What follows belongs to an exercise in optimizing a design on an open flow for small area, a short achievable clock period and few clock cycles per item; a production flow would make more cautious choices. The RTL was checked by simulation tests, not by an equivalence proof against the original design.

==> flow/design.v <==
package muldiv_pkg;
  localparam int unsigned XLEN = 32;
  localparam logic [2:0] S_IDLE  = 3'd0;   
  localparam logic [2:0] S_MUL   = 3'd1;   
  localparam logic [2:0] S_DNORM = 3'd2;   
  localparam logic [2:0] S_DIV   = 3'd3;   
  localparam logic [2:0] S_DFIX  = 3'd4;   
endpackage
module div_step (
  input  logic [32:0] r,
  input  logic [33:0] x,
  input  logic        cin,
  input  logic        rneg,
  output logic [32:0] r_out,
  output logic        q
);
  logic [33:0] sum;
  assign sum   = {r[32], r} + x + {33'd0, cin};
  assign q     = rneg ? (sum[33] | (sum == 34'd0)) : ~sum[33];
  assign r_out = q ? sum[32:0] : r;
endmodule
import muldiv_pkg::*;
module muldiv_ctrl (
  input  logic            clk,
  input  logic            resetn,
  input  logic            op_valid,
  input  logic [1:0]      mult,
  input  logic [1:0]      div,
  input  logic [1:0]      mfhl,
  input  logic [1:0]      mthl,
  input  logic [XLEN-1:0] src_a,
  input  logic [XLEN-1:0] src_b,
  input  logic            flush,
  output logic            stall,
  output logic            busy,
  output logic [XLEN-1:0] hi,
  output logic [XLEN-1:0] lo,
  output logic [XLEN-1:0] mf_data
);
  logic [2:0]  state;
  logic [4:0]  cnt, lim;
  logic [32:0] R;         
  logic [31:0] Q;         
  logic [33:0] X;         
  logic        dsub;      
  logic        rneg;      
  logic        qneg;      
  logic        msgn;      
  logic [1:0]  mlen;      
  logic any_op, accept;
  assign any_op  = |{mult, div, mfhl, mthl};
  assign busy    = (state != S_IDLE);
  assign stall   = op_valid & any_op & busy & ~flush;
  assign accept  = op_valid & ~busy & ~flush;
  assign mf_data = mfhl[1] ? hi : lo;
  function automatic [1:0] blen;
    input [31:0] x;
    input        sg;
    begin
      if (sg && x[31])
        blen = (&x[31:7])  ? 2'd0 :
               (&x[31:15]) ? 2'd1 :
               (&x[31:23]) ? 2'd2 : 2'd3;
      else
        blen = (~|x[31:8])  ? 2'd0 :
               (~|x[31:16]) ? 2'd1 :
               (~|x[31:24]) ? 2'd2 : 2'd3;
    end
  endfunction
  function automatic [5:0] bitlen;
    input [31:0] x;
    integer i;
    begin
      bitlen = 6'd0;
      for (i = 0; i < 32; i = i + 1)
        if (x[i]) bitlen = 6'(i + 1);
    end
  endfunction
  logic        msg, dsg, sa, sb;
  logic [1:0]  la, lb;
  logic        swap;
  logic [31:0] m_op, x_op;
  logic [31:0] a_mag, b_mag;    
  logic [31:0] a_smear;
  logic        div_zero_q;
  logic [5:0]  na, nb;
  logic [5:0]  shd;
  assign msg = mult[0];
  assign dsg = div[0];
  assign la  = blen(src_a, msg);
  assign lb  = blen(src_b, msg);
  assign swap = (la < lb);
  assign m_op = swap ? src_a : src_b;
  assign x_op = swap ? src_b : src_a;
  assign sa = dsg & src_a[31];
  assign sb = dsg & src_b[31];
  assign a_mag = sa ? {~src_a[30:0], 1'b1} : src_a;
  assign b_mag = sb ? (~src_b | 32'd1) : src_b;
  always_comb begin
    a_smear = a_mag;
    a_smear = a_smear | (a_smear >> 1);
    a_smear = a_smear | (a_smear >> 2);
    a_smear = a_smear | (a_smear >> 4);
    a_smear = a_smear | (a_smear >> 8);
    a_smear = a_smear | (a_smear >> 16);
  end
  assign div_zero_q = |(b_mag & ~a_smear);
  assign na  = bitlen(a_mag);
  assign nb  = bitlen(b_mag);
  assign shd = na - nb;
  logic        m_last, neg3;
  logic [36:0] xe, r0, r1, r2, r3, msum;
  logic [32:0] m_rn;
  logic [31:0] m_qn;
  logic [64:0] m_p;
  logic [31:0] m_hi, m_lo;
  assign m_last = (cnt == lim);
  assign neg3   = msgn & m_last;
  assign xe     = {{3{X[33]}}, X};
  assign r0     = Q[0] ? xe : 37'd0;
  assign r1     = Q[1] ? {xe[35:0], 1'b0} : 37'd0;
  assign r2     = Q[2] ? {xe[34:0], 2'b0} : 37'd0;
  assign r3     = Q[3] ? ({xe[33:0], 3'b0} ^ {37{neg3}}) : 37'd0;
  assign msum   = {{4{R[32]}}, R} + r0 + r1 + r2 + r3 + {36'd0, Q[3] & neg3};
  assign m_rn   = msum[36:4];
  assign m_qn   = {msum[3:0], Q[31:4]};
  assign m_p    = {m_rn, m_qn};
  always_comb begin
    case (mlen)
      2'd3:    {m_hi, m_lo} = m_p[63:0];
      2'd2:    {m_hi, m_lo} = {{7{m_p[64]}},  m_p[64:8]};
      2'd1:    {m_hi, m_lo} = {{15{m_p[64]}}, m_p[64:16]};
      default: {m_hi, m_lo} = {{23{m_p[64]}}, m_p[64:24]};
    endcase
  end
  logic [32:0] d_rn;
  logic        d_q;
  logic [31:0] d_qn;
  logic [33:0] x_norm;
  div_step u_div_step (
    .r    (R),
    .x    (X),
    .cin  (dsub),
    .rneg (rneg),
    .r_out(d_rn),
    .q    (d_q)
  );
  assign d_qn   = {Q[30:0], d_q};
  assign x_norm = (X << lim) ^ {34{dsub}};
  always_ff @(posedge clk or negedge resetn) begin
    if (!resetn) begin
      state <= S_IDLE;
      hi    <= '0;
      lo    <= '0;
    end else begin
      if (flush) begin
        state <= S_IDLE;
      end else begin
        case (state)
          S_IDLE: if (accept) begin
            if (mthl[1]) hi <= src_a;
            if (mthl[0]) lo <= src_a;
            if (|mult) state <= S_MUL;
            if ((|div) && (src_b != 32'd0)) begin
              if (div_zero_q) begin
                hi <= src_a;
                lo <= 32'd0;
              end else begin
                state <= S_DNORM;
              end
            end
          end
          S_MUL: if (m_last) begin
            hi    <= m_hi;
            lo    <= m_lo;
            state <= S_IDLE;
          end
          S_DNORM: state <= S_DIV;
          S_DIV: if (cnt == lim) begin
            if (qneg) begin
              state <= S_DFIX;
            end else begin
              hi    <= d_rn[31:0];
              lo    <= d_qn;
              state <= S_IDLE;
            end
          end
          S_DFIX: begin
            hi    <= R[31:0];
            lo    <= -Q;
            state <= S_IDLE;
          end
          default: state <= S_IDLE;
        endcase
      end
    end
  end
  always_ff @(posedge clk) begin
    if (state == S_IDLE) begin
      cnt <= 5'd0;
      if (|mult) begin
        R    <= 33'd0;
        Q    <= m_op;
        X    <= {{2{msg & x_op[31]}}, x_op};
        msgn <= msg & m_op[31];
        mlen <= swap ? la : lb;
        lim  <= {(swap ? la : lb), 1'b1};
      end else begin
        R    <= {sa, src_a};
        Q    <= 32'd0;
        X    <= {{2{sb}}, src_b};
        dsub <= (sa == sb);
        rneg <= sa;
        qneg <= sa ^ sb;
        lim  <= shd[4:0];
      end
    end else if (state == S_MUL) begin
      cnt <= cnt + 5'd1;
      R   <= m_rn;
      Q   <= m_qn;
    end else if (state == S_DNORM) begin
      X   <= x_norm;
    end else if (state == S_DIV) begin
      cnt <= cnt + 5'd1;
      R   <= d_rn;
      Q   <= d_qn;
      X   <= {X[33], X[33:1]};
    end
  end
endmodule
==> flow/run.sh <==
#!/bin/bash
# synth_recipe.tcl (not shown) runs the flow's synth.tcl, then flattens the netlist and writes it again
# the make line also repeats each setting of config.mk as NAME=value (left out here)
make -C /OpenROAD-flow-scripts/flow DESIGN_CONFIG=/design/flow/config.mk WORK_HOME=/design/flow/orfs CLKGATE_MAP_FILE= SYNTH_SCRIPT=/design/flow/synth_recipe.tcl finish
==> flow/config.mk <==
export PLATFORM = sky130hd
export DESIGN_NAME = muldiv_ctrl
export DESIGN_NICKNAME = muldiv_ctrl
export VERILOG_FILES = /design/flow/design.v
export SDC_FILE = /design/flow/constraint.sdc
export NUM_CORES = 4
export LEC_CHECK = 0
export CAP_MARGIN = 20
export CORE_MARGIN = 2
export CORE_UTILIZATION = 40
export SLEW_MARGIN = 20
==> flow/constraint.sdc <==
create_clock -name core_clock -period 10.0 [get_ports {clk}]
set_input_delay 2.0000 -clock core_clock [delete_from_list [all_inputs] [get_ports {clk}]]
set_output_delay 2.0000 -clock core_clock [all_outputs]
set_load 0.01 [all_outputs]
==> results of run 1 <==
## cells by family (layout without fill, tap and decap cells)
kind of cell | Yosys count | after routing
AOI/OAI and AO/OA | 1125 | 1125
xor gates and xnor gates | 166 | 166
adders and majority gates | 183 | 183
buffers and inverters | 369 | 337
DFF | 182 | 182
muxes | 185 | 185
and+or+nand+nor | 1098 | 1098
## path summary, 6_finish.rpt
check | endpoint | slack (ps) | cells past startpoint
max | hi[4] | 2970 | 23
min in group asynchronous | lo[16] | 1650 | 1
max in group asynchronous | state[1] | 7700 | 1
max reg2reg | hi[4] | 2970 | 23
min reg2reg | state[2] | 510 | 2
min | state[2] | 510 | 2
## metrics by stage
step	hold WS [ps]	setup slack, ps	utilization
after global placement	472	2770	0.439
after global routing	541	2460	0.448
after floorplan	462	4070	-
after CTS	503	2980	0.448
final	507	2970	0.448
after detailed placement	485	2770	0.439
## final cells by class
type,instances,area (um2),area share
clock inverter,12,153,0.00540
sequential,182,5080,0.180
clock buffer,20,437,0.0154
timing repair buffer,231,2180,0.0770
inverter,74,278,0.00982
multi-input combinational,2757,19100,0.675
tap,846,1060,0.0374
## state kept, by name, summed over array words and instances, names as in the netlist
name	count
lo	32
R	33
qneg	1
state	3
lim	5
Q	32
mlen	2
dsub	1
X	34
msgn	1
cnt	5
rneg	1
hi	32
## layer usage
| layer | global-route usage | up-vias | part of all wire |
|---|---|---|---|
| met1 | 0.456 | 13100 | 0.40 |
| met2 | 0.504 | 1770 | 0.43 |
| li1 | - | 12100 | - |
| met5 | 0 | - | 0 |
| met4 | 0.186 | 0 | 0.061 |
| met3 | 0.0797 | 376 | 0.11 |
## layout by cell type, fill, tap and decap left out, types with 68 or more instances in the layout
cell type	synthesis	routed
fa_1	107	107
nor3_1	68	68
o21ai_0	291	291
mux2i_1	121	121
nor2_1	267	262
a21oi_1	277	274
edfxtp_1	110	110
clkdlybuf4s50_1	0	171
ha_1	76	76
xor2_1	70	70
and2_1	120	120
nand2_1	375	373
xnor2_1	95	95
## worst reg2reg max path, stage by stage, from the launching register on
cell and delay [ps]:
edfxtp_1 320, buf_4 470, xor2_1 190, nor3_1 80
nand2_2 60, buf_4 490, nor2_1 220, a21o_1 240
fa_1 450, fa_1 490, ha_1 230, fa_1 460
a21o_1 190, nand3_1 140, a2111o_1 230, a21oi_1 160
a21oi_1 490, nand2b_1 100, a21oi_1 180, xor2_1 690
nand2_1 130, o31a_1 150, o31ai_1 500, a41oi_1 200
==> results.json, run 1 <==
{
  "outcome": "no timing/DRC/antenna violations",
  "final_cell_area_mm2": 0.0283,
  "dp.final_hpwl_um": 85400,
  "root_buffer": "clkbuf_16",
  "slew_viol_final": 0,
  "ant_nets": 0,
  "clkSinkCount": 182,
  "post-cts-setup-buffer-count": 0,
  "dr.pass1.iters": 6,
  "synth_cell_types": 94,
  "ys_top_cells_by_area": "edfxtp_1 13%, fa_1 8.4%, dfrtp_1 6.6%",
  "hp-class": "reg -> reg",
  "ys.flop_type": "edfxtp_1",
  "cts_tree": "built",
  "syn_area_mm2": 0.0255,
  "setup_viol_count_final": 0,
  "final.period_utilization": 0.703,
  "grt_max_degree": 75,
  "grt-ovfl-total": 0,
  "antenna_found_initial": 1,
  "start_util": 0.405,
  "die_y_um": 257,
  "fillerInstances": 6433,
  "max_cap_violations": 0,
  "numCtsBuffers": 17,
  "relSlewSlack": 0.208,
  "start_kind": "register",
  "core-area_mm2": 0.0631,
  "routed_wl_um": 116000,
  "tightest_slew_ps": 1180,
  "fp.dieW_um": 257,
  "yosysTopAreaCell": "edfxtp_1",
  "yosys_warnings": 1,
  "port_buffers": 173,
  "async_flop_share": 0.368,
  "holdBufCountCts": 0,
  "synth_compound_area_frac": 0.279,
  "worstPathMaxFanout": 43,
  "syn-num-nets": 3567,
  "final_cell_count_no_fill": 4122,
  "regToRegStartpoint": "lim[1]",
  "syn2layout_area_growth_pct": 10.8,
  "cts_max_path_buffers": 2,
  "rows": 92,
  "synth-adder-area-share": 0.121,
  "grt_pass1_vias": 25200,
  "synthCells": 3308,
  "synth_top_family_by_area": "compound AO/OA/AOI/OAI gates",
  "synthMuxAreaShare": 0.0822,
  "clk_pin_slew_ps": 70,
  "ys_seq_elements": 182,
  "gp_congestion": 1.02,
  "num_io_pins": 174,
  "min_from": "qneg",
  "crit_family": "compound AO/OA/AOI/OAI gates",
  "grt_usage": 0.340,
  "num_antenna_cells": 0,
  "drc": 0,
  "worstPathRequired_ps": 10340,
  "rsz0062_at_grt": "false",
  "dpl.cell_count": 4089,
  "drive_gt1_frac": 0.0614,
  "fin_crit_ps": 7030,
  "synthTopCellsByCount": "375 x nand2_1, 291 x o21ai_0, 277 x a21oi_1",
  "synthXorXnorAreaFrac": 0.0572,
  "cts_resized": 0,
  "grt_pass1_wl_um": 169000,
  "die-area_mm2": 0.0659,
  "cp_num_buf_inv": 2,
  "skew_ps": 12.8,
  "synth_top_cell_area_share": 0.129,
  "synth_edf_count": 110,
  "clock_latency_ps": 490,
  "yosysMostFrequentCell": "nand2_1",
  "crit_path_start": "lim[1]",
  "fmax_mhz": 142,
  "worstSetupPathType": "reg -> reg",
  "drt-initial-drc-count": 4036,
  "syn_avg_cell_area_um2": 7.72,
  "final_hold_viol_count": 0,
  "placed_cell_area_mm2": 0.0277,
  "cp_data_arrival_time_ps": 7370,
  "crit_chain": "buf_4, xor2_1, nor3_1, nand2_2, buf_4, nor2_1, a21o_1, fa_1, fa_1, ha_1, fa_1, a21o_1, nand3_1, a2111o_1, a21oi_1, a21oi_1, nand2b_1, a21oi_1, xor2_1, nand2_1, o31a_1, o31ai_1, a41oi_1",
  "cpMaxStageDelayCell": "xor2_1",
  "setup_tns_ps": 0,
  "vias_per_cell": 6.61,
  "yosysSeqAreaShare": 0.199,
  "vias": 27300,
  "final_nets": 3522,
  "slowest_delay_ps": 690,
  "htree_levels": 4,
  "synthSimpleGateAreaFrac": 0.206,
  "critPathCaptureType": "register",
  "routedWlPerCell_um": 28.0
}
Testbench counts, summed over its fixed seeds: cycles 13,461, items 4,800.
==> inputs of run 2 (changes only) <==
--- a/flow/design.v
+++ b/flow/design.v
@@ -10,13 +10,18 @@
   input  logic [32:0] r,
   input  logic [33:0] x,
   input  logic        cin,
+  input  logic [36:0] sum,
   input  logic        rneg,
   output logic [32:0] r_out,
   output logic        q
 );
-  logic [33:0] sum;
-  assign sum   = {r[32], r} + x + {33'd0, cin};
-  assign q     = rneg ? (sum[33] | (sum == 34'd0)) : ~sum[33];
+  logic [33:0] ra, t, g;
+  logic        zero;
+  assign ra   = {r[32], r};
+  assign t    = ra ^ x;
+  assign g    = {ra[32:0] | x[32:0], cin};
+  assign zero = (t == g);
+  assign q     = rneg ? (sum[36] | zero) : ~sum[36];
   assign r_out = q ? sum[32:0] : r;
 endmodule
 import muldiv_pkg::*;
@@ -108,20 +113,24 @@
   assign na  = bitlen(a_mag);
   assign nb  = bitlen(b_mag);
   assign shd = na - nb;
-  logic        m_last, neg3;
+  logic        m_last, neg3, in_div, cin;
+  logic [3:0]  nib;
   logic [36:0] xe, r0, r1, r2, r3, msum;
   logic [32:0] m_rn;
   logic [31:0] m_qn;
   logic [64:0] m_p;
   logic [31:0] m_hi, m_lo;
   assign m_last = (cnt == lim);
-  assign neg3   = msgn & m_last;
+  assign in_div = (state == S_DIV);
+  assign neg3   = msgn & m_last & ~in_div;
+  assign nib    = in_div ? 4'b0001 : Q[3:0];
+  assign cin    = in_div ? dsub : (Q[3] & neg3);
   assign xe     = {{3{X[33]}}, X};
-  assign r0     = Q[0] ? xe : 37'd0;
-  assign r1     = Q[1] ? {xe[35:0], 1'b0} : 37'd0;
-  assign r2     = Q[2] ? {xe[34:0], 2'b0} : 37'd0;
-  assign r3     = Q[3] ? ({xe[33:0], 3'b0} ^ {37{neg3}}) : 37'd0;
-  assign msum   = {{4{R[32]}}, R} + r0 + r1 + r2 + r3 + {36'd0, Q[3] & neg3};
+  assign r0     = nib[0] ? xe : 37'd0;
+  assign r1     = nib[1] ? {xe[35:0], 1'b0} : 37'd0;
+  assign r2     = nib[2] ? {xe[34:0], 2'b0} : 37'd0;
+  assign r3     = nib[3] ? ({xe[33:0], 3'b0} ^ {37{neg3}}) : 37'd0;
+  assign msum   = {{4{R[32]}}, R} + r0 + r1 + r2 + r3 + {36'd0, cin};
   assign m_rn   = msum[36:4];
   assign m_qn   = {msum[3:0], Q[31:4]};
   assign m_p    = {m_rn, m_qn};
@@ -141,6 +150,7 @@
     .r    (R),
     .x    (X),
     .cin  (dsub),
+    .sum  (msum),
     .rneg (rneg),
     .r_out(d_rn),
     .q    (d_q)
--- a/flow/config.mk
+++ b/flow/config.mk
@@ -5,7 +5,9 @@
 export SDC_FILE = /design/flow/constraint.sdc
 export NUM_CORES = 4
 export LEC_CHECK = 0
+export ABC_CLOCK_PERIOD_IN_PS = 4500
 export CAP_MARGIN = 20
 export CORE_MARGIN = 2
 export CORE_UTILIZATION = 40
+export SETUP_SLACK_MARGIN = 5
 export SLEW_MARGIN = 20
==> results.json, run 2 <==
{
  "vias_per_cell": 6.90,
  "syn-num-nets": 3279,
  "relSlewSlack": 0.177,
  "synth_cell_types": 94,
  "start_util": 0.405,
  "synth_edf_count": 110,
  "grt_max_degree": 68,
  "grt-ovfl-total": 0,
  "grt_pass1_vias": 26200,
  "largest_reg_flops": 34,
  "yosysSeqAreaShare": 0.208,
  "cp_num_buf_inv": 7,
  "syn_avg_cell_area_um2": 8.09,
  "cts_tree": "built",
  "start_kind": "register",
  "worstPathRequired_ps": 10260,
  "tightest_slew_ps": 1230,
  "final.period_utilization": 0.587,
  "root_buffer": "clkbuf_16",
  "gp_congestion": 0.980,
  "grt_usage": 0.385,
  "grt_pass1_wl_um": 179000,
  "drive_gt1_frac": 0.279,
  "drc": 0,
  "cp_common_cell": "fa_1",
  "max_cap_violations": 0,
  "rr_worst_depth": 24,
  "fin_hold_ws_ps": 521,
  "syn_area_mm2": 0.0244,
  "yosysMostFrequentCell": "o21ai_0",
  "numCtsBuffers": 17,
  "slew_viol_final": 0,
  "final_cell_count_no_fill": 4046,
  "worstPathMaxFanout": 6,
  "path_depth": 24,
  "cts_max_path_buffers": 2,
  "cp_data_arrival_time_ps": 6120,
  "drt-initial-drc-count": 4119,
  "outcome": "no timing/DRC/antenna violations",
  "setup_tns_ps": 0,
  "worstSetupPathType": "reg -> reg",
  "antenna_found_initial": 7,
  "reg_top3": "X: 34 flops, R: 33 flops",
  "final_nets": 3509,
  "vias": 27900,
  "num_io_pins": 174,
  "die-area_mm2": 0.0631,
  "setup_viol_count_final": 0,
  "ant_nets": 0,
  "fin_crit_ps": 5870,
  "routedWlPerCell_um": 31.3,
  "fmax_mhz": 170,
  "rows": 90,
  "crit_family": "adder cells",
  "syn2layout_area_growth_pct": 35.3,
  "htree_levels": 4,
  "ys_seq_elements": 182,
  "final_hold_viol_count": 0,
  "routed_wl_um": 127000,
  "rsz0062_at_grt": "true",
  "clock_latency_ps": 510,
  "core-area_mm2": 0.0604,
  "die_y_um": 251,
  "hold_depth": 2,
  "synthTopCellsByCount": "248 x o21ai_0, 247 x nand2_1, 246 x a21oi_1",
  "fp.dieW_um": 251,
  "dp.final_hpwl_um": 84300,
  "final_common_cell": "nand2_1",
  "top_register": "X",
  "yosys_warnings": 1,
  "critPathCaptureType": "register",
  "dr.pass1.iters": 8,
  "ys.flop_type": "edfxtp_1",
  "synthCells": 3020,
  "slowest_delay_ps": 540,
  "clk_pin_slew_ps": 70,
  "crit_chain": "clkinvlp_4, nor2_4, buf_6, buf_8, nor3_4, fa_1, fa_1, fa_1, ha_2, inv_2, fa_2, nor2b_4, o31a_1, o221a_4, o2111ai_4, nand4_4, buf_6, mux2i_4, nand2_2, o21ai_4, buf_4, buf_12, o21ai_2, a221o_1",
  "cpMaxStageDelayCell": "fa_1",
  "hp-class": "reg -> reg",
  "clkSinkCount": 182,
  "layout_common_cells": "234 x nand2_1, 211 x nor2_1, 199 x o21ai_0, 197 x a21oi_1, 193 x buf_4",
  "async_flop_share": 0.368,
  "skew_ps": 10.8,
  "dpl.cell_count": 3755,
  "synth_top_cell_area_share": 0.135,
  "port_buffers": 173,
  "yosysTopAreaCell": "edfxtp_1",
  "ys_top_cells_by_area": "edfxtp_1 14%, fa_1 8.7%, dfrtp_1 6.9%"
}
-- run 2: worst reg2reg max path, delay by kind of cell, from the launching register on --
family	cells	cell delay (ps)
fa+ha+maj	5	2080
compound gates	6	1240
buf+inv	7	950
simple gates	5	670
flops	1	420
mux	1	260
-- run 2: final cells by class --
type	count	area, um2
diodes	1	2.50
clock buffers	19	475
clock inverters	13	124
fillers	5363	27300
inverters	137	534
multi-input cells	2419	20500
flip-flops and latches	182	5080
well taps	782	978
repair buffers	493	5310
-- run 2: timing repair --
item / 4_1_cts / 5_1_grt
hold buffers: 0 / 0
endpoints found under the setup margin: 206 / 133
gates cloned: 26 / 2
buffers inserted: 146 / 83
gates resized for setup: 594 / 227
pin swaps: 161 / 150
-- run 2: path summary, 6_finish.rpt --
path                            startpoint  endpoint  slack, ps
worst max-delay path              state[1]     R[31]       4130
worst min register to register       lo[3]     lo[3]        520
worst min-delay path                 lo[3]     lo[3]        520
min in group asynchronous           resetn     lo[8]       1650
max in group asynchronous           resetn  state[1]       7630
worst max register to register    state[1]     R[31]       4130
-- run 2: routing by layer --
metal	routed length, um	vias up	GRT usage
met2	53900	2118	0.576
met4	9180	4	0.223
li1	-	11600	-
met3	16000	496	0.0923
met5	60	-	0
met1	47500	13700	0.509
-- run 2: cells by family after synthesis --
kind of cell	after synthesis	synth area share
buffers and inverters	424	0.0688
multiplexers	207	0.108
flip-flops	182	0.208
adder cells (fa/ha/maj)	183	0.126
AND/OR/NAND/NOR	880	0.173
AO/OA/AOI/OAI	969	0.253
XOR/XNOR	175	0.0637
-- run 2: stage by stage --
stage,instance area (um2),utilization,setup slack [ps]
6_report,33100,0.548,4130
4_1_cts,31600,0.523,4240
3_3_place_gp,27200,0.450,2560
2_1_floorplan,25300,-,4300
3_5_place_dp,27200,0.451,2710
5_1_grt,33000,0.548,4050
Testbench counts of run 2, summed over its fixed seeds: cycles 13,461, items 4,800.
==> inputs of run 3 (changes only) <==
--- a/flow/config.mk
+++ b/flow/config.mk
@@ -5,9 +5,9 @@
 export SDC_FILE = /design/flow/constraint.sdc
 export NUM_CORES = 4
 export LEC_CHECK = 0
-export ABC_CLOCK_PERIOD_IN_PS = 4500
+export ABC_AREA = 1
 export CAP_MARGIN = 20
 export CORE_MARGIN = 2
 export CORE_UTILIZATION = 40
-export SETUP_SLACK_MARGIN = 5
+export SETUP_SLACK_MARGIN = 4
 export SLEW_MARGIN = 20
==> results.json, run 3 <==
{
  "outcome": "no timing/DRC/antenna violations",
  "relSlewSlack": 0.195,
  "grt_pass1_vias": 24800,
  "htree_levels": 4,
  "seqCellArea_mm2": 0.00508,
  "r2r_slack_ps": 4050,
  "rsz0062_at_grt": "true",
  "syn2layout_area_growth_pct": 19.2,
  "ant_nets": 0,
  "syn-num-nets": 3694,
  "path_depth": 32,
  "yosysMostFrequentCell": "nand2_1",
  "crit_end": "hi[15]",
  "crit_family": "simple AND/OR/NAND/NOR gates",
  "start_kind": "register",
  "clock_latency_ps": 510,
  "slew_viol_final": 0,
  "numCtsBuffers": 17,
  "cpMaxStageDelayCell": "fa_1",
  "drc": 0,
  "fin_crit_ps": 5950,
  "multi_input_area_mm2": 0.0167,
  "final_nets": 3785,
  "r2r_end": "hi[15]",
  "dr.pass1.iters": 8,
  "setup_viol_count_final": 0,
  "rr_worst_depth": 32,
  "die-area_mm2": 0.0600,
  "num_io_pins": 174,
  "yosysSeqAreaShare": 0.219,
  "cp_num_buf_inv": 6,
  "root_buffer": "clkbuf_16",
  "async_flop_share": 0.368,
  "drt-initial-drc-count": 3830,
  "synthTopCellsByCount": "677 x nand2_1, 464 x o21ai_0, 342 x nor2_1",
  "vias_per_cell": 6.25,
  "ys_top_cells_by_area": "edfxtp_1 14%, nand2_1 11%, o21ai_0 10%",
  "worstPathRequired_ps": 10400,
  "layout_common_cells": "658 x nand2_1, 432 x o21ai_0, 328 x nor2_1, 327 x inv_1, 214 x a21oi_1",
  "reg_top3": "X: 34 flops, R: 33 flops",
  "max_cap_violations": 0,
  "worstSetupPathType": "reg -> reg",
  "synthCells": 3435,
  "cp_data_arrival_time_ps": 6360,
  "utilization": 0.481,
  "clk_pin_slew_ps": 80,
  "syn_avg_cell_area_um2": 6.76,
  "fp.dieW_um": 245,
  "ys_seq_elements": 182,
  "rows": 88,
  "fillerInstances": 5837,
  "skew_ps": 21.9,
  "core-area_mm2": 0.0576,
  "die_y_um": 245,
  "slowest_delay_ps": 540,
  "crit_path_start": "state[2]",
  "syn_area_mm2": 0.0232,
  "final_hold_viol_count": 0,
  "grt-ovfl-total": 0,
  "grt_max_degree": 68,
  "largest_reg_flops": 34,
  "fin_hold_ws_ps": 506,
  "regToRegStartpoint": "state[2]",
  "fmax_mhz": 168,
  "yosysTopAreaCell": "edfxtp_1",
  "critPathCaptureType": "register",
  "cts_tree": "built",
  "holdBufCountCts": 0,
  "final.period_utilization": 0.595,
  "drive_gt1_frac": 0.0966,
  "hp-class": "reg -> reg",
  "final_common_cell": "nand2_1",
  "cp_common_cell": "nand2_1",
  "worstPathMaxFanout": 6,
  "ys.flop_type": "edfxtp_1",
  "routed_wl_um": 121000,
  "antenna_found_initial": 4,
  "top_register": "X",
  "synth_cell_types": 59,
  "routedWlPerCell_um": 28.0,
  "grt_pass1_wl_um": 172000,
  "synth_edf_count": 110,
  "port_buffers": 173,
  "yosys_warnings": 1,
  "cts_max_path_buffers": 2,
  "tightest_slew_ps": 1200,
  "dp.final_hpwl_um": 88200,
  "start_util": 0.403,
  "grt_usage": 0.391,
  "setup_tns_ps": 0,
  "clkSinkCount": 182,
  "synth_top_cell_area_share": 0.142,
  "gp_congestion": 1.02,
  "vias": 26900
}
-- run 3: cell types whose count changed after synthesis, sizes merged, moves of 61 or more --
cell,change
xnor2,-72
o221ai,+87
nor2,+108
inv,+230
o21ai,+278
nand2,+434
mux2i,-83
clkbuf,-61
-- run 3: layout make-up --
class,count,share of cell area
timing repair inverter,2,0.000452
multi-input combinational,2657,0.604
clock inverter,13,0.00502
timing repair buffer,274,0.101
antenna,2,0.000181
tap,765,0.0346
inverter,392,0.0554
sequential,182,0.184
clock buffer,19,0.0156
-- run 3: how the worst min path moves through the flow --
stage	cells after the start	slack, ps	end	startpoint
final	2	510	cnt[3]	cnt[3]
after global routing	2	570	hi[21]	hi[21]
after CTS	2	510	cnt[3]	cnt[3]
after detailed placement	2	500	cnt[3]	cnt[3]
after global placement	2	490	cnt[3]	cnt[3]
after floorplan	2	470	cnt[3]	cnt[3]
-- run 3: logic make-up (layout without fill, tap and decap cells) --
logic type	count (synthesis)	count (layout)	synth area share
AND/OR/NAND/NOR	1246	1250	0.221
buffers and inverters	600	700	0.101
other	0	2	0
XOR/XNOR	105	105	0.0396
multiplexers	28	28	0.0121
AO/OA/AOI/OAI	1091	1091	0.275
flip-flops	182	182	0.219
adder cells (fa/ha/maj)	183	183	0.133
-- run 3: timing repair --
item,4_1_cts,5_1_grt
gates resized for setup,99,165
setup buffers,14,27
endpoints found under the hold margin,0,0
endpoints found under the setup margin,135,136
cloned,4,10
pin swaps,11,48
-- run 3: per-stage QoR --
step                      setup WS [ps]  cell area [um2]  instances
after floorplan                    4020            23200       3435
after global placement             2600            25500       4217
after detailed placement           2650            25500       4217
after CTS                          4010            26600       4267
after global routing               3870            27700       4304
final                              4050            27700       4306
-- run 3: layer usage --
metal	wire (um)	track usage	share of wire
met5	11	0	0.000091
met4	8470	0.234	0.070
met3	14400	0.110	0.12
met2	50200	0.566	0.42
met1	47600	0.517	0.39
-- run 3: worst reg2reg max path: cells and delay by family, from the launching register on --
family,cells,cell delay [ps]
and+or+nand+nor,17,1880
buffers and inverters,6,750
AOI/OAI and AO/OA,5,990
adders and majority gates,4,1800
DFF,1,450
==> inputs of run 4 (changes only) <==
--- a/flow/config.mk
+++ b/flow/config.mk
@@ -11,3 +11,4 @@
 export CORE_UTILIZATION = 40
 export SETUP_SLACK_MARGIN = 4
 export SLEW_MARGIN = 20
+export TNS_END_PERCENT = 10
==> results.json, run 4 <==
{
  "yosysMostFrequentCell": "nand2_1",
  "fin_hold_ws_ps": 508,
  "dr_wl_met3_um": 15200,
  "maxUsedRoutingLayer": "met4",
  "outcome": "no timing/DRC/antenna violations",
  "dp.final_hpwl_um": 88200,
  "cpMaxStageDelayCell": "fa_1",
  "synthTopCellsByCount": "677 x nand2_1, 464 x o21ai_0, 342 x nor2_1",
  "reg_top3": "X: 34 flops, R: 33 flops",
  "cts_tree": "built",
  "rows": 88,
  "grt_pass1_wl_um": 172000,
  "syn2layout_area_growth_pct": 18.2,
  "fp.dieW_um": 245,
  "slowest_delay_ps": 550,
  "fmax_mhz": 165,
  "wl_met2_um": 50200,
  "syn_area_mm2": 0.0232,
  "antenna_found_initial": 4,
  "tightest_slew_ps": 1190,
  "relSlewSlack": 0.203,
  "worstPathMaxFanout": 8,
  "die_y_um": 245,
  "setup_tns_ps": 0,
  "max_cap_violations": 0,
  "num_io_pins": 174,
  "final_cell_area_mm2": 0.0275,
  "clock_latency_ps": 520,
  "rsz0062_at_grt": "true",
  "min_from": "cnt[3]",
  "ant_nets": 0,
  "largest_reg_flops": 34,
  "syn-num-nets": 3694,
  "drc": 0,
  "slew_viol_final": 0,
  "wl_met1_um": 46600,
  "die-area_mm2": 0.0600,
  "ys_seq_elements": 182,
  "async_flop_share": 0.368,
  "crit_path_start": "state[2]",
  "syn_avg_cell_area_um2": 6.76,
  "yosys_warnings": 1,
  "port_buffers": 173,
  "ys_top_cells_by_area": "edfxtp_1 14%, nand2_1 11%, o21ai_0 10%",
  "skew_ps": 27.3,
  "fillerInstances": 5875,
  "routedWlPerCell_um": 28.1,
  "synth_top_cell_area_share": 0.142,
  "core-area_mm2": 0.0576,
  "vias": 27000,
  "crit_family": "adder cells",
  "final_common_cell": "nand2_1",
  "hp-class": "reg -> reg",
  "clk_pin_slew_ps": 80,
  "final.period_utilization": 0.606,
  "grt-ovfl-total": 0,
  "final_nets": 3776,
  "gp_congestion": 1.02,
  "drt-initial-drc-count": 4219,
  "cp_data_arrival_time_ps": 6460,
  "clkSinkCount": 182,
  "fin_crit_ps": 6060,
  "cp_common_cell": "fa_1",
  "vias_per_cell": 6.27,
  "worstPathRequired_ps": 10400,
  "setup_viol_count_final": 0,
  "root_buffer": "clkbuf_16",
  "synth_edf_count": 110,
  "grt_usage": 0.390,
  "top_register": "X",
  "routed_wl_um": 121000,
  "placed_cell_area_mm2": 0.0255,
  "ys.flop_type": "edfxtp_1",
  "worstSetupPathType": "reg -> reg",
  "layout_common_cells": "655 x nand2_1, 438 x o21ai_0, 328 x nor2_1, 326 x inv_1, 216 x a21oi_1",
  "regToRegStartpoint": "state[2]",
  "htree_levels": 4,
  "synthCells": 3435,
  "synth_cell_types": 59,
  "yosysTopAreaCell": "edfxtp_1",
  "start_kind": "register",
  "drive_gt1_frac": 0.0941,
  "yosysSeqAreaShare": 0.219,
  "cp_num_buf_inv": 6,
  "holdBufCountCts": 0,
  "numCtsBuffers": 17,
  "grt_pass1_vias": 24700,
  "dr.pass1.iters": 8,
  "critPathCaptureType": "register",
  "grt_max_degree": 70,
  "start_util": 0.403,
  "final_hold_viol_count": 0,
  "cts_max_path_buffers": 2
}
-- run 4: cell count changes in the layout (fill, tap and decap cells not counted), moves of 3 or more --
| cell | delta |
|---|---|
| o21ai_0 | +6 |
| o21ai_1 | -6 |
| nand2_2 | +4 |
| a21oi_2 | -3 |
| buf_4 | -3 |
| clkbuf_16 | -3 |
| inv_2 | +3 |
| nand2_1 | -3 |
| nand2_8 | -3 |
| nor2_2 | +3 |
| nor2_4 | -3 |
-- run 4: timing repair --
action,in CTS,in global routing
endpoints found under the setup margin,135,138
pin swaps,10,38
resized for setup,79,165
gates cloned,3,6
setup buffers,10,27
-- run 4: cells by family (layout without fill, tap and decap cells) --
| group | after synthesis | count (layout) | synth area share |
|---|---|---|---|
| xor gates and xnor gates | 105 | 105 | 0.0396 |
| buffers and inverters | 600 | 691 | 0.101 |
| muxes | 28 | 28 | 0.0121 |
| other | 0 | 1 | 0 |
| AOI/OAI and AO/OA | 1091 | 1091 | 0.275 |
| adders and majority gates | 183 | 183 | 0.133 |
| DFF | 182 | 182 | 0.219 |
| and+or+nand+nor | 1246 | 1250 | 0.221 |
-- run 4: worst register-to-register path: cells and delay by family (launching register included) --
family                     cells  cell delay, ps
adders and majority gates      4            1790
buffers and inverters          6             730
AOI/OAI and AO/OA              8            1680
and+or+nand+nor               12            1320
DFF                            1             450
-- run 4: path summary, 6_finish.rpt --
kind	end	slack, ps	depth (start not counted)
min in group asynchronous	hi[21]	1640	1
worst max-delay path	hi[15]	3940	30
worst max register to register	hi[15]	3940	30
worst min-delay path	cnt[3]	510	2
max in group asynchronous	state[1]	7660	1
worst min register to register	cnt[3]	510	2
-- run 4: final cells by class --
cell class / instances / area, um2 / share of cell area
flip-flops and latches: 182 / 5080 / 0.185
clock buffers: 19 / 433 / 0.0158
multi-input cells: 2657 / 16700 / 0.607
inverters: 392 / 1520 / 0.0552
repair inverters: 2 / 12.5 / 0.000456
well taps: 765 / 957 / 0.0349
diodes: 1 / 2.50 / 0.0000911
clock inverters: 13 / 139 / 0.00506
repair buffers: 265 / 2640 / 0.0961
-- run 4: metal layers --
metal | vias up | GRT usage
li1 | 12000 | -
met3 | 394 | 0.110
met4 | 0 | 0.233
met2 | 1923 | 0.565
met5 | - | 0
met1 | 12600 | 0.515
-- run 4: metrics by stage --
step                cells  setup WS [ps]  utilization
finish               4296           3940        0.477
global route         4295           3810        0.477
CTS                  4262           3900        0.460
detailed placement   4217           2650        0.442
global placement     4217           2600        0.442
floorplan            3435           4020            -
==> inputs of run 5 (changes only) <==
--- a/flow/config.mk
+++ b/flow/config.mk
@@ -9,6 +9,5 @@
 export CAP_MARGIN = 20
 export CORE_MARGIN = 2
 export CORE_UTILIZATION = 40
-export SETUP_SLACK_MARGIN = 4
+export SETUP_SLACK_MARGIN = 4.5
 export SLEW_MARGIN = 20
-export TNS_END_PERCENT = 10
==> results.json, run 5 <==
{
  "syn-num-nets": 3694,
  "hp-class": "reg -> reg",
  "ys.flop_type": "edfxtp_1",
  "ys_top_cells_by_area": "edfxtp_1 14%, nand2_1 11%, o21ai_0 10%",
  "core-area_mm2": 0.0576,
  "worstPathRequired_ps": 10390,
  "crit_path_start": "state[2]",
  "synth_cell_types": 59,
  "fin_crit_ps": 5590,
  "outcome": "no timing/DRC/antenna violations",
  "dpl.cell_count": 4220,
  "synthTopCellsByCount": "677 x nand2_1, 464 x o21ai_0, 342 x nor2_1",
  "clk_pin_slew_ps": 80,
  "syn2layout_area_growth_pct": 29.2,
  "grt_pass1_wl_um": 177000,
  "die-area_mm2": 0.0600,
  "htree_levels": 4,
  "tightest_slew_ps": 1130,
  "vias_per_cell": 6.39,
  "seqCellArea_mm2": 0.00508,
  "drt-initial-drc-count": 4188,
  "dr.pass1.iters": 6,
  "final_nets": 3889,
  "ys_seq_elements": 182,
  "yosysMostFrequentCell": "nand2_1",
  "grt_usage": 0.403,
  "ant_nets": 0,
  "synthCells": 3435,
  "slew_viol_final": 0,
  "grt_pass1_vias": 25300,
  "grt-ovfl-total": 0,
  "syn_avg_cell_area_um2": 6.76,
  "multi_input_area_mm2": 0.0178,
  "start_kind": "register",
  "root_buffer": "clkbuf_16",
  "clkSinkCount": 182,
  "grt_max_degree": 78,
  "critPathCaptureType": "register",
  "routed_wl_um": 126000,
  "routedWlPerCell_um": 28.6,
  "skew_ps": 20.4,
  "gp_congestion": 1.02,
  "regToRegStartpoint": "state[2]",
  "async_flop_share": 0.368,
  "reg_top3": "X: 34 flops, R: 33 flops",
  "max_cap_violations": 0,
  "fillerInstances": 5660,
  "clock_latency_ps": 500,
  "port_buffers": 173,
  "min_from": "qneg",
  "cp_data_arrival_time_ps": 5980,
  "synth_edf_count": 110,
  "drc": 0,
  "cts_tree": "built",
  "fp.dieW_um": 245,
  "yosysTopAreaCell": "edfxtp_1",
  "yosys_warnings": 1,
  "top_register": "X",
  "cts_max_path_buffers": 2,
  "dp.final_hpwl_um": 88100,
  "relSlewSlack": 0.246,
  "syn_area_mm2": 0.0232,
  "setup_tns_ps": 0,
  "antenna_found_initial": 1,
  "holdBufCountCts": 0,
  "final.period_utilization": 0.559,
  "final_common_cell": "nand2_1",
  "largest_reg_flops": 34,
  "fmax_mhz": 179,
  "worstSetupPathType": "reg -> reg",
  "drive_gt1_frac": 0.164,
  "rows": 88,
  "num_io_pins": 174,
  "setup_viol_count_final": 0,
  "vias": 28200,
  "die_y_um": 245,
  "final_cell_count_no_fill": 4409,
  "final_hold_viol_count": 0,
  "worstPathMaxFanout": 8,
  "layout_common_cells": "632 x nand2_1, 412 x o21ai_0, 312 x nor2_1, 310 x inv_1, 204 x a21oi_1",
  "synth_top_cell_area_share": 0.142,
  "yosysSeqAreaShare": 0.219,
  "numCtsBuffers": 17,
  "start_util": 0.403,
  "rsz0062_at_grt": "true"
}
[run 5: cell counts after synthesis]
Identical to the previous run, type by type.
[run 5: what timing repair did]
action | in CTS | in global routing
resized for setup | 236 | 351
endpoints found under the setup margin | 173 | 131
gates cloned | 17 | 12
pin swaps | 30 | 118
setup buffers | 41 | 86
[run 5: routing by layer]
layer	wire length [um]	vias up	global-route usage
met1	48800	13400	0.535
met5	0	-	0
met4	9450	0	0.260
met2	52600	2031	0.580
li1	-	12200	-
met3	15500	457	0.103
[run 5: cell families after synthesis]
family	share of synthesized area
AO/OA/AOI/OAI	0.275
XOR/XNOR	0.0396
adder cells (fa/ha/maj)	0.133
buffers and inverters	0.101
flip-flops	0.219
multiplexers	0.0121
AND/OR/NAND/NOR	0.221
[run 5: final cells by class]
| cell class | instances | share of cell area |
|---|---|---|
| antenna | 1 | 0.0000834 |
| multi-input combinational | 2667 | 0.595 |
| tap | 765 | 0.0319 |
| sequential | 182 | 0.169 |
| timing repair inverter | 3 | 0.000918 |
| clock inverter | 10 | 0.00271 |
| inverter | 392 | 0.0536 |
| clock buffer | 22 | 0.0162 |
| timing repair buffer | 367 | 0.130 |
[run 5: worst paths after layout]
check | endpoint | slack, ps | cells past startpoint
max in group asynchronous | state[1] | 7630 | 1
worst min register to register | state[2] | 520 | 2
worst max register to register | hi[15] | 4410 | 27
worst min-delay path | state[2] | 520 | 2
worst max-delay path | hi[15] | 4410 | 27
min in group asynchronous | hi[16] | 1640 | 1
[run 5: metrics by stage]
stage               utilization  cell area (um2)  setup slack (ps)  hold WS, ps
floorplan                     -            23300              4470          473
global placement          0.443            25500              2620          490
detailed placement        0.444            25500              2640          491
CTS                       0.481            27700              4460          514
global route              0.521            30000              4260          548
finish                    0.521            30000              4410          519
[run 5: worst max-delay path, stage by stage, from the launching register on]
cell	delay (ps)
dfrtp_2	420
nor2_4	120
clkinv_4	80
nor2_4	130
buf_6	140
nor2_4	50
buf_12	150
clkbuf_16	170
nor2_1	130
fa_1	460
fa_1	470
fa_1	540
ha_4	220
a21o_1	220
a21oi_2	150
nand2_1	70
nand2_1	80
nand3_2	130
nand3_1	130
nand3_2	100
buf_4	160
xor2_1	150
inv_1	370
o22ai_1	160
o31ai_2	280
o221ai_2	170
o21ai_1	150
nand2_1	70
==> inputs of run 6 (changes only) <==
--- a/flow/config.mk
+++ b/flow/config.mk
@@ -5,9 +5,9 @@
 export SDC_FILE = /design/flow/constraint.sdc
 export NUM_CORES = 4
 export LEC_CHECK = 0
-export ABC_AREA = 1
+export ABC_CLOCK_PERIOD_IN_PS = 5000
 export CAP_MARGIN = 20
 export CORE_MARGIN = 2
 export CORE_UTILIZATION = 40
-export SETUP_SLACK_MARGIN = 4.5
+export SETUP_SLACK_MARGIN = 4
 export SLEW_MARGIN = 20
==> results.json, run 6 <==
{
  "port_buffers": 173,
  "yosysSeqAreaShare": 0.208,
  "cts_max_path_buffers": 2,
  "vias_per_cell": 6.85,
  "clock_latency_ps": 520,
  "syn-num-nets": 3279,
  "grt_pass1_vias": 25000,
  "crit_family": "buffers and inverters",
  "rsz0062_at_grt": "true",
  "pre_cts_ws_ps": 2620,
  "min_from": "lo[10]",
  "yosysMostFrequentCell": "o21ai_0",
  "synth_top_cell_area_share": 0.135,
  "final.period_utilization": 0.601,
  "cpMaxStageDelayCell": "clkdlybuf4s50_1",
  "fillerInstances": 5834,
  "routed_wl_um": 124000,
  "yosys_warnings": 1,
  "numCtsBuffers": 17,
  "met3_usage": 0.0898,
  "outcome": "no timing/DRC/antenna violations",
  "drive_gt1_frac": 0.146,
  "seqCellArea_mm2": 0.00508,
  "syn_area_mm2": 0.0244,
  "grt_util_met2": 0.570,
  "final_nets": 3325,
  "grt_max_degree": 68,
  "ant_nets": 0,
  "async_flop_share": 0.368,
  "final_common_cell": "nand2_1",
  "reg_top3": "X: 34 flops, R: 33 flops",
  "tightest_slew_ps": 1180,
  "fmax_mhz": 166,
  "hold_depth": 2,
  "fin_crit_ps": 6010,
  "r2r_slack_ps": 4010,
  "die_y_um": 251,
  "globalRouteMet1Util": 0.509,
  "relSlewSlack": 0.208,
  "synth_edf_count": 110,
  "slowest_delay_ps": 1140,
  "rows": 90,
  "layout_common_cells": "243 x nand2_1, 241 x o21ai_0, 233 x a21oi_1, 230 x nor2_1, 146 x clkdlybuf4s50_1",
  "core-area_mm2": 0.0604,
  "final_hold_viol_count": 0,
  "dp.final_hpwl_um": 88300,
  "hp-class": "reg -> reg",
  "multi_input_area_mm2": 0.0185,
  "grt-ovfl-total": 0,
  "gp_congestion": 1.00,
  "fp.dieW_um": 251,
  "synth_cell_types": 94,
  "regToRegStartpoint": "Q[1]",
  "crit_chain": "clkdlybuf4s50_1, nand2_1, nor3_1, a21oi_1, ha_1, a21oi_4, buf_6, nor2_2, buf_4, mux2i_1, o221ai_1",
  "routedWlPerCell_um": 32.0,
  "worstSetupPathType": "in -> reg",
  "clkSinkCount": 182,
  "cts_tree": "built",
  "cp_num_buf_inv": 3,
  "start_kind": "primary input",
  "grt_pass1_wl_um": 177000,
  "layout_setup_ws_ps": 3990,
  "cp_data_arrival_time_ps": 6250,
  "syn_avg_cell_area_um2": 8.09,
  "hold_end": "lo[10]",
  "max_cap_violations": 0,
  "worstPathRequired_ps": 10230,
  "top_register": "X",
  "yosysTopAreaCell": "edfxtp_1",
  "antenna_found_initial": 6,
  "htree_levels": 4,
  "vias": 26500,
  "syn2layout_area_growth_pct": 18.9,
  "num_io_pins": 174,
  "largest_reg_flops": 34,
  "worstPathMaxFanout": 65,
  "synthTopCellsByCount": "248 x o21ai_0, 247 x nand2_1, 246 x a21oi_1",
  "clk_pin_slew_ps": 80,
  "drc": 0,
  "drt-initial-drc-count": 3636,
  "ys_seq_elements": 182,
  "top_usage_layer": "met2",
  "setup_viol_count_final": 0,
  "ys_top_cells_by_area": "edfxtp_1 14%, fa_1 8.7%, dfrtp_1 6.9%",
  "start_util": 0.405,
  "dr.pass1.iters": 9,
  "ys.flop_type": "edfxtp_1",
  "die-area_mm2": 0.0631,
  "slew_viol_final": 0,
  "critPathCaptureType": "register",
  "skew_ps": 23.9,
  "grt_usage": 0.382,
  "root_buffer": "clkbuf_16",
  "rr_worst_depth": 22,
  "synthCells": 3020,
  "setup_tns_ps": 0,
  "r2r_end": "hi[26]"
}
run 6: changes by cell type after synthesis, moves of 83 or more:
cell / before / now
inv_1: 340 / 132
nor2_1: 342 / 241
o21ai_0: 464 / 248
mux2i_1: 28 / 111
o221ai_1: 118 / 31
nand2_1: 677 / 247
run 6: through the flow:
| step | instances | cell area, um2 | util | hold slack, ps |
|---|---|---|---|---|
| final | 3867 | 29000 | 0.481 | 524 |
| after global routing | 3862 | 29000 | 0.481 | 556 |
| after CTS | 3840 | 28300 | 0.468 | 528 |
| after detailed placement | 3758 | 26600 | 0.440 | 509 |
| after global placement | 3758 | 26600 | 0.440 | 491 |
| after floorplan | 3020 | 24400 | - | 486 |
run 6: final cells by class:
type	count	area share
Clock inverter	13	0.00414
Multi-Input combinational cell	2416	0.637
Antenna cell	6	0.000517
Timing Repair Buffer	312	0.115
Inverter	137	0.0180
Sequential cell	182	0.175
Clock buffer	19	0.0164
Tap cell	782	0.0337
run 6: how the worst max path moves through the flow:
stage                         to  depth (start not counted)  slack (ps)      start
final                       X[7]                         11        3990  src_a[25]
after floorplan            R[19]                         24        4000   state[0]
after global routing       R[19]                         19        3820       Q[1]
after CTS                 hi[26]                         24        4000   state[2]
after global placement    hi[19]                         14        2710     div[0]
after detailed placement   hi[1]                         23        2620   state[1]
run 6: cells by family after synthesis:
group / count (synthesis) / share of synthesized area
xor gates and xnor gates: 175 / 0.0637
adders and majority gates: 183 / 0.126
and+or+nand+nor: 880 / 0.173
AOI/OAI and AO/OA: 969 / 0.253
DFF: 182 / 0.208
buffers and inverters: 424 / 0.0688
muxes: 207 / 0.108
run 6: layer usage:
metal / wire length (um) / vias to the layer above
met3: 13400 / 407
met5: 30 / -
met4: 8470 / 4
met2: 52800 / 1818
li1: - / 11200
met1: 49000 / 13000
run 6: worst register-to-register path, cell delays in order, from the launching register on:
cell	delay (ps)
edfxtp_1	490
clkinv_2	160
buf_8	210
nor3_2	280
fa_1	470
fa_1	530
fa_1	430
ha_2	210
inv_2	60
fa_2	210
nor2b_2	50
o31a_1	300
buf_6	140
o221a_4	280
o2111ai_4	220
nand4_4	220
mux2_4	440
o21ai_4	190
o21ai_4	110
buf_12	170
clkbuf_16	180
a311o_1	380
a31oi_1	190
run 6: timing repair:
action,4_1_cts,5_1_grt
cloned,8,6
hold buffers,0,0
resized for setup,117,115
pin swaps,24,44
buffers inserted,42,15
endpoints found under the hold margin,0,0
endpoints found under the setup margin,127,113
==> inputs of run 7 (changes only) <==
==> flow/flow/run.sh (new file) <==
#!/bin/bash
# Layout: the standard flow (standard.sh), with two resizer settings changed:
# MATCH_CELL_FOOTPRINT=0 lets sizing pick any drive strength of a cell, and the
# port buffers are plain buffers (buf_2) instead of delay cells.  Every port
# still gets its buffer.  The full make output goes to standard_flow.log.
set -euo pipefail
bash standard.sh MATCH_CELL_FOOTPRINT=0 "BUFFER_PORTS_ARGS=-buffer_cell sky130_fd_sc_hd__buf_2" finish > standard_flow.log 2>&1
==> flow/standard.sh (new file) <==
#!/bin/bash
# synth_recipe.tcl (not shown) runs the flow's synth.tcl, then flattens the netlist and writes it again
# the make line also repeats each setting of config.mk as NAME=value (left out here)
make -C /OpenROAD-flow-scripts/flow DESIGN_CONFIG=/design/flow/config.mk WORK_HOME=/design/flow/orfs CLKGATE_MAP_FILE= SYNTH_SCRIPT=/design/flow/synth_recipe.tcl "${@:-finish}"
--- a/flow/config.mk
+++ b/flow/config.mk
@@ -5,9 +5,9 @@
 export SDC_FILE = /design/flow/constraint.sdc
 export NUM_CORES = 4
 export LEC_CHECK = 0
-export ABC_CLOCK_PERIOD_IN_PS = 5000
+export ABC_AREA = 1
 export CAP_MARGIN = 20
 export CORE_MARGIN = 2
 export CORE_UTILIZATION = 40
-export SETUP_SLACK_MARGIN = 4
+export SETUP_SLACK_MARGIN = 5
 export SLEW_MARGIN = 20
removed: flow/run.sh
==> results.json, run 7 <==
{
  "outcome": "no timing/DRC/antenna violations",
  "critPathCaptureType": "register",
  "r2r_end": "hi[27]",
  "final_hold_viol_count": 0,
  "hp-class": "reg -> reg",
  "pre_cts_ws_ps": 3310,
  "routed_wl_um": 132000,
  "worstSetupPathType": "reg -> reg",
  "worstPathRequired_ps": 10470,
  "num_io_pins": 174,
  "reg_top3": "X: 34 flops, R: 33 flops",
  "die-area_mm2": 0.0600,
  "yosysMostFrequentCell": "nand2_1",
  "placed_cell_area_mm2": 0.0249,
  "fin_crit_ps": 5610,
  "numCtsBuffers": 17,
  "htree_levels": 4,
  "crit_family": "adder cells",
  "die_y_um": 245,
  "root_buffer": "clkbuf_16",
  "worstPathMaxFanout": 9,
  "yosysTopAreaCell": "edfxtp_1",
  "rsz0062_at_grt": "true",
  "drt-initial-drc-count": 4561,
  "final_cell_area_mm2": 0.0313,
  "grt_pass1_vias": 26300,
  "fin_hold_ws_ps": 514,
  "synthCells": 3435,
  "cts_max_path_buffers": 2,
  "antenna_found_initial": 8,
  "cpMaxStageDelayCell": "fa_1",
  "dpl.cell_count": 4205,
  "yosysSeqAreaShare": 0.219,
  "drive_gt1_frac": 0.266,
  "grt_usage": 0.419,
  "rows": 88,
  "cp_data_arrival_time_ps": 6080,
  "slowest_delay_ps": 590,
  "syn_avg_cell_area_um2": 6.76,
  "final_cell_count_no_fill": 4478,
  "syn2layout_area_growth_pct": 34.6,
  "regToRegStartpoint": "state[0]",
  "clk_pin_slew_ps": 80,
  "vias_per_cell": 6.46,
  "grt-ovfl-total": 0,
  "routedWlPerCell_um": 29.4,
  "dr.pass1.iters": 9,
  "layout_setup_ws_ps": 4390,
  "port_buffers": 173,
  "slew_viol_final": 0,
  "r2r_slack_ps": 4390,
  "min_from": "qneg",
  "core-area_mm2": 0.0576,
  "top_register": "X",
  "syn-num-nets": 3694,
  "fmax_mhz": 178,
  "drc": 0,
  "final_common_cell": "nand2_1",
  "cp_num_buf_inv": 6,
  "largest_reg_flops": 34,
  "setup_viol_count_final": 0,
  "start_util": 0.403,
  "start_kind": "register",
  "ys_seq_elements": 182,
  "num_antenna_cells": 0,
  "cts_tree": "built",
  "dp.final_hpwl_um": 87200,
  "tightest_slew_ps": 1380,
  "grt_max_degree": 78,
  "final_nets": 3959,
  "synth_top_cell_area_share": 0.142,
  "yosys_warnings": 1,
  "synth_cell_types": 59,
  "hold_depth": 2,
  "gp_congestion": 1.03,
  "ys.flop_type": "edfxtp_1",
  "setup_tns_ps": 0,
  "clkSinkCount": 182,
  "utilization": 0.543,
  "fillerInstances": 5431,
  "ys_top_cells_by_area": "edfxtp_1 14%, nand2_1 11%, o21ai_0 10%",
  "skew_ps": 22.0,
  "rr_worst_depth": 27,
  "vias": 28900,
  "fp.dieW_um": 245,
  "max_cap_violations": 0,
  "crit_path_start": "state[0]",
  "ant_nets": 0,
  "async_flop_share": 0.368,
  "final.period_utilization": 0.561,
  "relSlewSlack": 0.0790,
  "grt_pass1_wl_um": 184000,
  "synth_edf_count": 110,
  "clock_latency_ps": 530,
  "synthTopCellsByCount": "677 x nand2_1, 464 x o21ai_0, 342 x nor2_1",
  "syn_area_mm2": 0.0232,
  "layout_common_cells": "596 x nand2_1, 383 x o21ai_0, 300 x inv_1, 289 x nor2_1, 189 x a21oi_1",
  "hold_end": "state[2]"
}
run 7: cell count changes in the layout (fill, tap and decap cells not counted), sizes merged, moves of 58 or more:
cell and change:
nand2 +444, mux2 -58, nor2 +109, xnor2 -72, buf +277, and3 -58, clkdlybuf4s50 -146, inv +215
o21ai +278, o221ai +87, mux2i -83
run 7: timing repair:
action	4_1_cts	5_1_grt
buffers inserted	124	76
cloned	32	8
pin swaps	158	182
gates resized for setup	486	299
hold buffers	0	0
endpoints found under the hold margin	0	0
endpoints found under the setup margin	169	143
run 7: cells by family after synthesis:
family,share of synthesized area
compound gates,0.275
mux,0.0121
buf+inv,0.101
simple gates,0.221
fa+ha+maj,0.133
xor+xnor,0.0396
flops,0.219
run 7: metal layers:
metal | vias up | routed length, um | track usage | share of wire
li1 | 12400 | - | - | -
met1 | 13700 | 47800 | 0.534 | 0.36
met2 | 2242 | 53600 | 0.594 | 0.41
met3 | 628 | 18700 | 0.147 | 0.14
met4 | 16 | 11400 | 0.281 | 0.087
met5 | - | 119 | 0 | 0.00090
run 7: worst max-delay path by stage:
stage,to,depth (start not counted)
after floorplan,lim[4],45
after global placement,hi[19],28
after detailed placement,hi[19],28
after CTS,hi[23],30
after global routing,hi[12],30
final,hi[27],27
run 7: worst min-delay path, delay by kind of cell (launching register included):
kind,cells,cell delay (ps)
DFF,1,320
and+or+nand+nor,2,150
run 7: area by class of cell:
cell class | instances | area (um2) | area share
Clock inverter | 14 | 136 | 0.00436
Sequential cell | 182 | 5080 | 0.163
Timing Repair inverter | 6 | 55.1 | 0.00176
Timing Repair Buffer | 437 | 3940 | 0.126
Multi-Input combinational cell | 2664 | 19000 | 0.609
Clock buffer | 18 | 439 | 0.0140
Inverter | 392 | 1620 | 0.0519
Tap cell | 765 | 957 | 0.0306
==> inputs of run 8 (changes only) <==
--- a/flow/config.mk
+++ b/flow/config.mk
@@ -9,5 +9,5 @@
 export CAP_MARGIN = 20
 export CORE_MARGIN = 2
 export CORE_UTILIZATION = 40
-export SETUP_SLACK_MARGIN = 5
+export SETUP_SLACK_MARGIN = 4
 export SLEW_MARGIN = 20
==> results.json, run 8 <==
{
  "synth_cell_types": 59,
  "outcome": "no timing/DRC/antenna violations",
  "dr.pass1.iters": 6,
  "drive_gt1_frac": 0.136,
  "start_util": 0.403,
  "crit_chain": "nor2_4, inv_4, nor2_2, buf_6, clkinvlp_4, nand2_8, clkbuf_16, nor2_1, fa_1, fa_1, fa_1, ha_2, a21oi_2, o21ai_0, a21oi_2, o21ai_2, xnor2_1, inv_1, o21ai_0, o221ai_1, a211oi_1, a21oi_1",
  "vias": 27000,
  "layout_common_cells": "662 x nand2_1, 437 x o21ai_0, 332 x inv_1, 330 x nor2_1, 214 x a21oi_1",
  "cp_common_cell": "fa_1",
  "root_buffer": "clkbuf_16",
  "dp.final_hpwl_um": 87700,
  "setup_viol_count_final": 0,
  "hp-class": "reg -> reg",
  "htree_levels": 4,
  "worstPathRequired_ps": 10380,
  "grt_usage": 0.390,
  "crit_path_start": "state[2]",
  "final_cell_count_no_fill": 4294,
  "port_buffers": 173,
  "clock_latency_ps": 520,
  "grt-ovfl-total": 0,
  "cts_max_path_buffers": 2,
  "slowest_delay_ps": 540,
  "async_flop_share": 0.368,
  "r2r_end": "lo[16]",
  "cp_num_buf_inv": 5,
  "top_register": "X",
  "fp.dieW_um": 245,
  "ys_seq_elements": 182,
  "utilization": 0.460,
  "yosys_warnings": 1,
  "largest_reg_flops": 34,
  "tightest_slew_ps": 1110,
  "final_hold_viol_count": 0,
  "die-area_mm2": 0.0600,
  "die_y_um": 245,
  "grt_pass1_vias": 24600,
  "final_common_cell": "nand2_1",
  "core-area_mm2": 0.0576,
  "synthTopCellsByCount": "677 x nand2_1, 464 x o21ai_0, 342 x nor2_1",
  "worstSetupPathType": "reg -> reg",
  "relSlewSlack": 0.259,
  "grt_max_degree": 87,
  "min_from": "qneg",
  "antenna_found_initial": 2,
  "worstPathMaxFanout": 6,
  "final.period_utilization": 0.590,
  "ys_top_cells_by_area": "edfxtp_1 14%, nand2_1 11%, o21ai_0 10%",
  "syn_avg_cell_area_um2": 6.76,
  "yosysMostFrequentCell": "nand2_1",
  "cp_data_arrival_time_ps": 6270,
  "drc": 0,
  "crit_family": "adder cells",
  "rsz0062_at_grt": "true",
  "final_nets": 3774,
  "setup_tns_ps": 0,
  "synth_top_cell_area_share": 0.142,
  "fin_crit_ps": 5900,
  "regToRegStartpoint": "state[2]",
  "rows": 88,
  "syn-num-nets": 3694,
  "dpl.cell_count": 4211,
  "slew_viol_final": 0,
  "r2r_slack_ps": 4100,
  "fmax_mhz": 170,
  "hold_end": "state[2]",
  "clk_pin_slew_ps": 90,
  "fin_hold_ws_ps": 513,
  "grt_pass1_wl_um": 171000,
  "ys.flop_type": "edfxtp_1",
  "ant_nets": 0,
  "start_kind": "register",
  "synth_edf_count": 110,
  "yosysTopAreaCell": "edfxtp_1",
  "gp_congestion": 1.05,
  "reg_top3": "X: 34 flops, R: 33 flops",
  "cts_tree": "built",
  "synthCells": 3435,
  "vias_per_cell": 6.30,
  "cpMaxStageDelayCell": "fa_1",
  "max_cap_violations": 0,
  "hold_depth": 2,
  "drt-initial-drc-count": 4234,
  "skew_ps": 24.7,
  "routed_wl_um": 121000,
  "holdBufCountCts": 0,
  "syn_area_mm2": 0.0232,
  "routedWlPerCell_um": 28.1,
  "pre_cts_ws_ps": 2560,
  "placed_cell_area_mm2": 0.0246,
  "yosysSeqAreaShare": 0.219,
  "num_io_pins": 174,
  "rr_worst_depth": 22,
  "numCtsBuffers": 17,
  "critPathCaptureType": "register",
  "final_cell_area_mm2": 0.0265,
  "syn2layout_area_growth_pct": 14.2,
  "layout_setup_ws_ps": 4100,
  "clkSinkCount": 182
}
[run 8: cell counts after synthesis]
No cell type changed its count.
[run 8: worst register-to-register path, cell delays in order, from the launching register on]
cell and delay [ps]:
dfrtp_2 480, nor2_4 170, inv_4 50, nor2_2 90, buf_6 140, clkinvlp_4 160
nand2_8 180, clkbuf_16 200, nor2_1 60, fa_1 540, fa_1 430, fa_1 500
ha_2 310, a21oi_2 200, o21ai_0 140, a21oi_2 220, o21ai_2 130, xnor2_1 540
inv_1 290, o21ai_0 370, o221ai_1 270, a211oi_1 240, a21oi_1 70
[run 8: cell families after synthesis]
family                     synth area share
AOI/OAI and AO/OA                     0.275
xor gates and xnor gates             0.0396
buffers and inverters                 0.101
and+or+nand+nor                       0.221
DFF                                   0.219
adders and majority gates             0.133
muxes                                0.0121
[run 8: what timing repair did]
item | 4_1_cts | 5_1_grt
cloned | 3 | 9
endpoints found under the hold margin | 0 | 0
pin swaps | 9 | 37
setup buffers | 9 | 29
resized for setup | 68 | 134
setup endpoints to repair | 91 | 84
[run 8: final cells by class]
| class | instances | area, um2 |
|---|---|---|
| fillers | 6148 | 31100 |
| multi-input cells | 2654 | 16500 |
| flip-flops and latches | 182 | 5080 |
| repair buffers | 267 | 1860 |
| inverters | 392 | 1500 |
| well taps | 765 | 957 |
| clock buffers | 18 | 429 |
| clock inverters | 14 | 151 |
| repair inverters | 1 | 7.51 |
| diodes | 1 | 2.50 |
[run 8: layer usage]
layer	global-route usage	vias up	wire (um)
met4	0.236	4	8720
met2	0.573	1859	50800
li1	-	12000	-
met1	0.512	12800	46800
met3	0.104	410	14400
met5	0	-	32
[run 8: worst max path at each step]
stage,end,slack [ps],cells after the start
after floorplan,R[29],4020,28
after global placement,hi[18],2560,27
after detailed placement,hi[10],2560,27
after CTS,hi[15],4010,31
after global routing,hi[6],3940,30
final,lo[16],4100,22

==> port drivers added, routing unchanged <==
The results above use ideal ports. As a check the final layouts listed here were re-extracted and re-timed, cells and wires unchanged.
Step 1 (the two cells are an assumption about what drives the block):
set clk [get_ports {clk}]
set_driving_cell -lib_cell sky130_fd_sc_hd__clkbuf_16 $clk
set_driving_cell -lib_cell sky130_fd_sc_hd__buf_2 [delete_from_list [all_inputs] $clk]
Step 2, shift: input delay + t, output delay - t, t = (earliest + latest rising clock arrival at the registers) / 2. This alone moves slack from input paths to output paths.
Slacks: ideal / step 1 / step 2; pairs: ideal / step 1.
run	t (ns)	setup slack, ns	worst slew at a driven data input, ns	cell pins on the clock port's net
run 1	0.556	2.968 / 2.968 / 2.603	0.04	1
run 2	0.560	4.132 / 4.132 / 4.132	0.06	1
run 3	0.558	4.048 / 4.048 / 3.568	0.06	1
run 4	0.558	3.941 / 3.941 / 3.496	0.06	1
run 5	0.551	4.408 / 4.408 / 3.965	0.10	1
run 6	0.573	3.987 / 4.013 / 3.443	0.04	1
run 7	0.580	4.392 / 4.392 / 4.357	0.09	1
run 8	0.568	4.103 / 4.103 / 3.607	0.07	1
After both steps setup and hold are still met in every run listed. For run 6, which loses most, drivers alone change the setup slack by +0.026 ns; drivers and shift together by -0.544 ns.
